From an optimization exercise on the open Yosys and OpenROAD flow, aimed at small area and a short achievable clock period; shortcuts taken in it are not production practice. In this exercise RTL edits were held to simulation tests only and were not proved equivalent to the original. Power and IR drop assume default switching activity.

== v52 ==
==> flow/design.v <==
package reg_check_monitor_pkg;
  typedef enum logic [1:0] {IDLE, RUN, CHECK, DONE} state_t;
  localparam int DEF_DATA_W = 32;
  localparam int DEF_NUM_REGS = 32;
  localparam int DEF_NUM_CHECKS = 8;
  localparam int DEF_CYC_W = 32;
endpackage
module reg_check_table
#(
  parameter int DATA_W = reg_check_monitor_pkg::DEF_DATA_W,
  parameter int NUM_REGS = reg_check_monitor_pkg::DEF_NUM_REGS,
  parameter int NUM_CHECKS = reg_check_monitor_pkg::DEF_NUM_CHECKS,
  localparam int AW = $clog2(NUM_REGS),
  localparam int IW = $clog2(NUM_CHECKS)
) (
  input  logic clk,
  input  logic rst_n,
  input  logic we_i,
  input  logic [IW-1:0] w_idx_i,
  input  logic [AW-1:0] w_reg_i,
  input  logic [DATA_W-1:0] w_exp_i,
  input  logic w_en_i,
  output logic [NUM_CHECKS-1:0] en_o,
  output logic [NUM_CHECKS-1:0][AW-1:0] reg_o,
  output logic [NUM_CHECKS-1:0][DATA_W-1:0] exp_o
);
  logic [NUM_CHECKS-1:0] en_q;
  logic [NUM_CHECKS-1:0][AW-1:0] reg_q;
  logic [NUM_CHECKS-1:0][DATA_W-1:0] exp_q;
  always_ff @(posedge clk or negedge rst_n) begin
    if (!rst_n) begin
      en_q <= '0;
    end else begin
      for (int i = 0; i < NUM_CHECKS; i++) if (we_i && w_idx_i == IW'(i)) en_q[i] <= w_en_i;
    end
  end
  always_ff @(posedge clk) begin
    for (int i = 0; i < NUM_CHECKS; i++) begin
      if (we_i && w_idx_i == IW'(i)) begin
        reg_q[i] <= w_reg_i;
        exp_q[i] <= w_exp_i;
      end
    end
  end
  assign en_o = en_q;
  assign reg_o = reg_q;
  assign exp_o = exp_q;
endmodule
module reg_check_monitor
#(
  parameter int DATA_W = reg_check_monitor_pkg::DEF_DATA_W,
  parameter int NUM_REGS = reg_check_monitor_pkg::DEF_NUM_REGS,
  parameter int NUM_CHECKS = reg_check_monitor_pkg::DEF_NUM_CHECKS,
  parameter int CYC_W = reg_check_monitor_pkg::DEF_CYC_W,
  localparam int AW = $clog2(NUM_REGS),
  localparam int IW = $clog2(NUM_CHECKS)
) (
  input  logic clk,
  input  logic rst_n,
  input  logic wr_en,
  input  logic [AW-1:0] wr_addr,
  input  logic [DATA_W-1:0] wr_data,
  input  logic cfg_valid,
  output logic cfg_ready,
  input  logic [IW-1:0] cfg_idx,
  input  logic [AW-1:0] cfg_reg,
  input  logic [DATA_W-1:0] cfg_exp,
  input  logic cfg_en,
  input  logic start,
  input  logic [CYC_W-1:0] target_cycle,
  output logic busy,
  output logic done,
  output logic pass,
  output logic [IW:0] fail_count,
  output logic [IW-1:0] first_fail_idx,
  output logic [CYC_W-1:0] cycle_cnt
);
  localparam logic [IW-1:0] LAST = IW'(NUM_CHECKS - 1);
  logic left_q, busy_q, chk_q, done_q;
  logic [CYC_W-1:0] cnt_q, cnt_i, cnt_inc, tgt_q;
  logic [IW-1:0] idx_q, first_q;
  logic [IW:0] fails_q;
  logic pass_q;
  logic [NUM_REGS-1:0][DATA_W-1:0] shadow_q;
  logic [NUM_REGS-1:0] wrote_q, wsel;
  logic [NUM_CHECKS-1:0] rp_q, rp_d;
  logic [AW-1:0] rd_q;
  logic [NUM_REGS-1:0] sel_q;
  logic [DATA_W-1:0] diff_q;
  logic en_q;
  logic [NUM_CHECKS-1:0] t_en;
  logic [NUM_CHECKS-1:0][AW-1:0] t_reg;
  logic [NUM_CHECKS-1:0][DATA_W-1:0] t_exp;
  logic [AW-1:0] n_reg;
  logic [DATA_W-1:0] sv, e_exp;
  logic t_we, run, go, leave_q, last, hit;
  assign t_we = cfg_valid && !left_q;
  reg_check_table #(.DATA_W(DATA_W), .NUM_REGS(NUM_REGS), .NUM_CHECKS(NUM_CHECKS)) u_table (
    .clk(clk),
    .rst_n(rst_n),
    .we_i(t_we),
    .w_idx_i(cfg_idx),
    .w_reg_i(cfg_reg),
    .w_exp_i(cfg_exp),
    .w_en_i(cfg_en),
    .en_o(t_en),
    .reg_o(t_reg),
    .exp_o(t_exp)
  );
  always_comb begin
    for (int r = 0; r < NUM_REGS; r++) wsel[r] = wr_en && wr_addr == AW'(r);
  end
  always_ff @(posedge clk) begin
    for (int r = 0; r < NUM_REGS; r++) if (wsel[r]) shadow_q[r] <= wr_data;
  end
  always_ff @(posedge clk or negedge rst_n) begin
    if (!rst_n) wrote_q <= '0;
    else wrote_q <= wrote_q | wsel;
  end
  assign go = start && (!left_q || done_q);
  assign cnt_inc = &cnt_i ? cnt_i : cnt_i + CYC_W'(1);
  assign run = busy_q && !chk_q;
  assign last = chk_q && idx_q == LAST;
  assign rp_d = leave_q ? NUM_CHECKS'(2) : chk_q ? {rp_q[NUM_CHECKS-2:0], rp_q[NUM_CHECKS-1]} : NUM_CHECKS'(1);
  always_comb begin
    n_reg = '0;
    for (int i = 0; i < NUM_CHECKS; i++) if (rp_d[i]) n_reg |= t_reg[i];
    if (t_we && cfg_idx == '0) n_reg = cfg_reg;
    sv = '0;
    for (int r = 0; r < NUM_REGS; r++) if (sel_q[r]) sv |= shadow_q[r];
    if (wr_en && wr_addr == rd_q) sv = wr_data;
    e_exp = '0;
    for (int i = 0; i < NUM_CHECKS; i++) if (rp_q[i]) e_exp |= t_exp[i];
  end
  assign hit = en_q && |diff_q;
  always_ff @(posedge clk) begin
    if (go) tgt_q <= target_cycle;
    cnt_i <= go ? CYC_W'(1) : cnt_inc;
    idx_q <= chk_q ? idx_q + IW'(1) : '0;
    rp_q <= rp_d;
    rd_q <= n_reg;
    for (int r = 0; r < NUM_REGS; r++) sel_q[r] <= n_reg == AW'(r) && (wrote_q[r] || wsel[r]);
    diff_q <= sv ^ e_exp;
    en_q <= |(rp_q & t_en);
  end
  always_ff @(posedge clk or negedge rst_n) begin
    if (!rst_n) begin
      left_q <= 1'b0;
      busy_q <= 1'b0;
      chk_q <= 1'b0;
      done_q <= 1'b0;
      leave_q <= 1'b0;
      cnt_q <= '0;
      first_q <= '0;
      fails_q <= '0;
      pass_q <= 1'b0;
    end else begin
      left_q <= left_q || start;
      busy_q <= go || (busy_q && !last);
      chk_q <= leave_q || (chk_q && !last);
      leave_q <= go ? target_cycle <= CYC_W'(1) : run && !leave_q && cnt_i + CYC_W'(1) == tgt_q;
      done_q <= last || (done_q && !start);
      if (go) cnt_q <= CYC_W'(1);
      else if (run) cnt_q <= cnt_inc;
      if (go) begin
        first_q <= '0;
        fails_q <= '0;
        pass_q <= 1'b0;
      end else if (chk_q) begin
        if (hit) fails_q <= fails_q + (IW+1)'(1);
        if (hit && fails_q == '0) first_q <= idx_q;
        if (last) pass_q <= fails_q == '0 && !hit;
      end
    end
  end
  assign cfg_ready = !left_q;
  assign busy = busy_q;
  assign done = done_q;
  assign pass = pass_q;
  assign fail_count = fails_q;
  assign first_fail_idx = first_q;
  assign cycle_cnt = cnt_q;
endmodule
Settings: LEC_CHECK=0, ABC_CLOCK_PERIOD_IN_PS=2800, CAP_MARGIN=20, CORE_MARGIN=2, CORE_UTILIZATION=65, CTS_CLUSTER_DIAMETER=80, CTS_CLUSTER_SIZE=24, SETUP_SLACK_MARGIN=4.5, SLEW_MARGIN=20, TNS_END_PERCENT=20; clock period 7.0 ns.
run.sh (not shown) runs the stock make flow with config.mk's settings and CLKGATE_MAP_FILE= SYNTH_SCRIPT=/design/flow/synth_recipe.tcl, a recipe that flattens the netlist after the stock synthesis.
#### Input delta (v8 over v52)
# v52
export LEC_CHECK = 0
export ABC_CLOCK_PERIOD_IN_PS = 2800
export CAP_MARGIN = 20
export CORE_MARGIN = 2
export CORE_UTILIZATION = 65
export CTS_CLUSTER_DIAMETER = 80
export CTS_CLUSTER_SIZE = 24
export SETUP_SLACK_MARGIN = 4.5
export SLEW_MARGIN = 20
export TNS_END_PERCENT = 20
create_clock -name core_clock -period 7.0 [get_ports {clk}]
# v8
export LEC_CHECK = 0
export ABC_CLOCK_PERIOD_IN_PS = 2800
export CAP_MARGIN = 20
export CORE_MARGIN = 2
export CORE_UTILIZATION = 65
export CTS_CLUSTER_DIAMETER = 80
export CTS_CLUSTER_SIZE = 24
export SETUP_SLACK_MARGIN = 4.5
export SLEW_MARGIN = 20
create_clock -name core_clock -period 7.0 [get_ports {clk}]
==> flow/flow/run.sh (new file) <==
#!/bin/bash
# The standard layout (the standard.sh: standard synthesis, ORFS flow to finish) with one
# change: the buffers that buffer_ports puts on every input and output port are buf_2 cells
# instead of the default clkdlybuf4s50_1, which are larger; timing repair still resizes them.
set -euo pipefail
bash standard.sh "BUFFER_PORTS_ARGS=-buffer_cell sky130_fd_sc_hd__buf_2" finish > orfs_make.log 2>&1
test -f out/final.def
==> flow/standard.sh (new file) <==
#!/bin/bash
# synth_recipe.tcl (not shown) runs the flow's synth.tcl, then flattens the netlist and writes it again
# the make line also repeats each setting of config.mk as NAME=value (left out here)
make -C /OpenROAD-flow-scripts/flow DESIGN_CONFIG=/design/flow/config.mk WORK_HOME=/design/flow/orfs CLKGATE_MAP_FILE= SYNTH_SCRIPT=/design/flow/synth_recipe.tcl "${@:-finish}"
removed: flow/run.sh
--- outcome ---
Between v52 and v8, the average via count per standard cell is lower for v8.
Reported for v52 and v8, overflow left after global routing turned out identical to the last digit.
| share of cell area taken by multi-input logic gates | v8 vs v52 | ≈ equal |
v8: share of power burned in the clock network is 0.2 points higher than what v52 reported.
Comparing v52 and v8, minimum setup slack among reg-to-reg paths is higher on v8.
Comparing v52 with v8, the worst hold slack came out essentially unchanged.
v8 reports its timing startpoint of the critical path as cnt_q[5] while v52 reports cnt_q[19].
Diff v52..v8 | number of flip-flops and latches | unchanged
Sequential share of layout area (higher): v8
Summary — total routing resource utilization after global routing, v8 relative to v52: lower, by 1.2 points.
Compared to v52, the router laid down less metal wire for v8.
Edits applied to the flow inputs when going from v8 to v10:
# v8
export LEC_CHECK = 0
export ABC_CLOCK_PERIOD_IN_PS = 2800
export CAP_MARGIN = 20
export CORE_MARGIN = 2
export CORE_UTILIZATION = 65
export CTS_CLUSTER_DIAMETER = 80
export CTS_CLUSTER_SIZE = 24
export SETUP_SLACK_MARGIN = 4.5
export SLEW_MARGIN = 20
create_clock -name core_clock -period 7.0 [get_ports {clk}]
# v10
export LEC_CHECK = 0
export ABC_CLOCK_PERIOD_IN_PS = 2800
export CAP_MARGIN = 10
export CORE_MARGIN = 2
export CORE_UTILIZATION = 65
export CTS_CLUSTER_DIAMETER = 80
export CTS_CLUSTER_SIZE = 24
export SETUP_SLACK_MARGIN = 4.4
export SLEW_MARGIN = 10
create_clock -name core_clock -period 7.0 [get_ports {clk}]
==> flow/run.sh (new file) <==
#!/bin/bash
# synth_recipe.tcl (not shown) runs the flow's synth.tcl, then flattens the netlist and writes it again
# the make line also repeats each setting of config.mk as NAME=value (left out here)
make -C /OpenROAD-flow-scripts/flow DESIGN_CONFIG=/design/flow/config.mk WORK_HOME=/design/flow/orfs CLKGATE_MAP_FILE= SYNTH_SCRIPT=/design/flow/synth_recipe.tcl finish
removed: flow/flow/run.sh
removed: flow/standard.sh
Results
- Delta (v10 minus v8): number of ordinary and repair buffers in the finished layout went up by 59; via count of the first global-routing pass went up by about 2.7%.
- Compared with v8, in v10 setup slack after layout moved up; core utilization moved up; share of cells above drive strength 1 moved down; sequential share of layout area moved down.
- Compared with v8, v10 shows routed length on met1 that has gone up by a few percent.
- Looking at final instance area across v10 and v8, the one that comes out lower is v8.
- Of v10 and v8, it is v10 that has the higher combinational cell fraction of total power.
diff inputs: v10 => v25
# v10
export LEC_CHECK = 0
export ABC_CLOCK_PERIOD_IN_PS = 2800
export CAP_MARGIN = 10
export CORE_MARGIN = 2
export CORE_UTILIZATION = 65
export CTS_CLUSTER_DIAMETER = 80
export CTS_CLUSTER_SIZE = 24
export SETUP_SLACK_MARGIN = 4.4
export SLEW_MARGIN = 10
create_clock -name core_clock -period 7.0 [get_ports {clk}]
# v25
export LEC_CHECK = 0
export ABC_CLOCK_PERIOD_IN_PS = 2800
export CAP_MARGIN = 20
export CORE_MARGIN = 2
export CORE_UTILIZATION = 65
export CTS_CLUSTER_DIAMETER = 80
export CTS_CLUSTER_SIZE = 24
export SETUP_SLACK_MARGIN = 4.5
export SLEW_MARGIN = 20
export TNS_END_PERCENT = 20
create_clock -name core_clock -period 7.0 [get_ports {clk}]
==> flow/flow/run.sh (new file) <==
#!/bin/bash
# The standard layout (the standard.sh: standard synthesis, ORFS flow to finish) with one
# change: the buffers that buffer_ports puts on every input and output port are buf_2 cells
# instead of the default clkdlybuf4s50_1, which are larger; timing repair still resizes them.
set -euo pipefail
bash standard.sh "BUFFER_PORTS_ARGS=-buffer_cell sky130_fd_sc_hd__buf_2" finish > orfs_make.log 2>&1
test -f out/final.def
==> flow/standard.sh (new file) <==
#!/bin/bash
# synth_recipe.tcl (not shown) runs the flow's synth.tcl, then flattens the netlist and writes it again
# the make line also repeats each setting of config.mk as NAME=value (left out here)
make -C /OpenROAD-flow-scripts/flow DESIGN_CONFIG=/design/flow/config.mk WORK_HOME=/design/flow/orfs CLKGATE_MAP_FILE= SYNTH_SCRIPT=/design/flow/synth_recipe.tcl "${@:-finish}"
removed: flow/run.sh
Notes after the runs:
- Lower multi-input combinational area share was reported by v10, not v25.
- Looking at critical path's largest stage delay, v25 sits 0.03 ns below v10.
- In the tables for v10 and v25, worst setup slack reads lower with v25.
- Comparing v10 and v25, the lower overall global routing resource usage was measured on v25.
- Multi-input combinational cell area delta (v10 -> v25): insignificant
- v25 ends up with lower number of cells after detailed placement than v10 does.
- A launch point of the worst path of left_q is what v25 shows, while cnt_q[5] belongs to v10.
- Upper clock frequency limit on v25 is down relative to v10.
- From v10 to v25 the numbers moved as follows: number of ordinary inverters in the final layout went down, combinational power lower.

## port drivers added, routing unchanged
How much do the figures lean on ideal ports? The routed layouts below were timed once more, with nothing changed but the port constraints.
Step 1 (the two cells are an assumption about what drives the block):
set clk [get_ports {clk}]
set_driving_cell -lib_cell sky130_fd_sc_hd__clkbuf_16 $clk
set_driving_cell -lib_cell sky130_fd_sc_hd__buf_2 [delete_from_list [all_inputs] $clk]
Step 2 adds t to the input delays and takes it off the output delays; t is the mean of the earliest and latest rising clock arrival at the registers after step 1. Input paths then give back, and output paths get back, about the clock's delay inside the block.
a / b / c = no drivers / after step 1 / after step 2; a / b = the first two.
run | t, ns | slack for setup (ns) | latest minus earliest clock arrival (ns)
v52 | 0.746 | 4.354 / 4.281 / 3.754 | 0.035 / 0.035
v8 | 0.728 | 4.330 / 4.263 / 3.687 | 0.034 / 0.034
v10 | 0.728 | 4.349 / 4.280 / 3.611 | 0.039 / 0.039
v25 | 0.730 | 4.272 / 4.201 / 3.705 | 0.025 / 0.025
After both steps every run listed still meets setup and hold. The setup slack of v10, which loses most, moves by -0.069 ns with the drivers and by -0.738 ns with both steps.
